This is an optimization exercise on Yosys and OpenROAD, whose aim is small area, a short achievable clock period and few clock cycles, not a production implementation.
In this exercise RTL edits were held to simulation tests only and were not proved equivalent to the original.

rev 12:
==> flow/design.v (excerpt) <==
module dcache_top (
    input  logic               clk_i,
    input  logic               rst_i,
    input  logic               p_strobe_i,
    input  logic               p_rw_i,           
    input  logic               p_flush_i,
    input  dcache_pkg::word_t  p_addr_i,
    input  dcache_pkg::word_t  p_data_i,
    input  dcache_pkg::be_t    p_be_i,
    output dcache_pkg::word_t  p_data_o,
    output logic               p_ready_o,
    output logic               busy_flushing_o,
    output logic               m_strobe_o,
    output logic               m_rw_o,           
    output dcache_pkg::word_t  m_addr_o,
    output dcache_pkg::line_t  m_data_o,
    input  dcache_pkg::line_t  m_data_i,
    input  logic               m_ready_i
);
Size in the first run: about 12000 cells after synthesis, roughly 5300 flip-flops, roughly 200000 µm² of cells after synthesis.
export LEC_CHECK = 0
export CAP_MARGIN = 30
export CORE_MARGIN = 2
export CORE_UTILIZATION = 40
export SETUP_SLACK_MARGIN = 5
export SLEW_MARGIN = 40
export TNS_END_PERCENT = 100
create_clock -name core_clock -period 10.0 [get_ports {clk_i}]
standard.sh (not shown) runs the stock make flow with config.mk's settings and CLKGATE_MAP_FILE= SYNTH_SCRIPT=/design/flow/synth_recipe.tcl, a recipe that flattens the netlist after the stock synthesis.
==> flow/flow/run.sh <==
#!/bin/bash
set -euo pipefail
MARGIN=6.5
sed -E "s/SETUP_SLACK_MARGIN=[0-9.]+/SETUP_SLACK_MARGIN=${MARGIN}/" standard.sh > standard_tight.sh
grep -q "SETUP_SLACK_MARGIN=${MARGIN}" standard_tight.sh
bash standard_tight.sh > make_flow.log 2>&1
test -f out/final.def
Testbench counts of rev 12, summed over its fixed seeds: cycles 66,847.
Here is what was changed in the inputs of rev 13 compared with rev 12.
diff --git a/flow/design.v b/flow/design.v
--- a/flow/design.v
+++ b/flow/design.v
@@ -227,19 +227,19 @@
     dcache_pkg::idx_t         idx_q;
     logic [2-1:0]  ofs_q;
     dcache_pkg::word_t        wdata_q;
     dcache_pkg::be_t          be_q;
     dcache_pkg::way_t         way_q;         
     logic                     wr_hit_q;      
     logic                     p_ready_q;
     dcache_pkg::word_t        p_data_q;
     dcache_pkg::word_t        p_word0_q, p_word1_q;
-    logic [32/8-1:0]    p_way_q;
+    logic                     p_way_q;
     logic                     busy_q;
     logic                     m_strobe_q;
     logic                     m_rw_q;
     dcache_pkg::word_t        m_addr_q;
     dcache_pkg::line_t        m_data_q;
     logic                     idle;
     logic                     req;
     logic                     hit0, hit1, hit;
     logic                     vdirty;
@@ -364,28 +364,21 @@
         end
         else
         begin
             p_word0_q <= rd_word0;                   
             p_word1_q <= rd_word1;
         end
     end
     always_ff @(posedge clk_i)
     begin
-        p_way_q[0] <= hit1;
-        p_way_q[1] <= !hit0;
-        p_way_q[2] <= hit1 && !hit0;
-        p_way_q[3] <= hit1 || !hit0;
-    end
-    always_comb
-    begin
-        for (int b = 0; b < 32/8; b++)
-            p_data_q[8*b +: 8] = p_way_q[b] ? p_word1_q[8*b +: 8] : p_word0_q[8*b +: 8];
+        p_way_q <= hit1;
     end
+    assign p_data_q = p_way_q ? p_word1_q : p_word0_q;
     always_ff @(posedge clk_i)
     begin
         if (rst_i)
             busy_q <= 1'b0;
         else if (idle && p_flush_i && !p_strobe_i)
             busy_q <= 1'b1;
         else if (state_q == dcache_pkg::RESP)
             busy_q <= 1'b0;
     end
--- outcome ---
Looking at final area, rev 13 sits above rev 12. Rev 13 ended up with in2reg as its start-to-end type of the worst setup path; rev 12 ended up with reg2out. In the metrics for rev 12 and rev 13, the one carrying the higher maximum frequency is rev 12. Diff rev 12 -> rev 13: netlist area before placement neither gained nor lost much, endpoint arrival time on the critical path picked up an extra 3.14 ns, delay of the slowest cell on the worst path picked up an extra 0.22 ns, final core area utilization picked up an extra 0.62 points. Against rev 12 as the reference, rev 13 delivers a lower synthesized cell count. Compared to rev 12, rev 13 has total wire length 12000 µm higher. Setup WNS rev 12 -> rev 13: worse. Between rev 13 and rev 12, it is rev 13 whose met1 track demand over resource in global routing is higher, by 0.32 points. The number of logic inverters in the finished layout number comes out higher for rev 12 vs rev 13.
Testbench counts of rev 13, summed over its fixed seeds: cycles 66,847.

[re-timing with driven ports]
In the flow no input, the clock included, has a driving cell. The finished layouts below were timed again as built, in two steps. Step 1: set_driving_cell puts a clkbuf_16 on clk_i and a buf_2 on each other input, an assumption about the parent block. Step 2 adds t to the input delays and takes it off the output delays; t is the mean of the earliest and latest rising clock arrival at the registers after step 1. Input paths then give back, and output paths get back, about the clock's delay inside the block. Three values: no drivers, after step 1, after step 2; two values: the first two.
run | t, ns | slack for setup (ns) | worst setup path after step 2 | worst slew at a driven data input, ns
rev 12 | 1.185 | 5.725 / 5.611 / 4.706 | input to register | 0.42
rev 13 | 1.222 | 5.508 / 5.417 / 4.334 | input to register | 0.36
After both steps every run listed still meets setup and hold. For rev 13, which loses most, drivers alone change the setup slack by -0.091 ns; drivers and shift together by -1.174 ns.
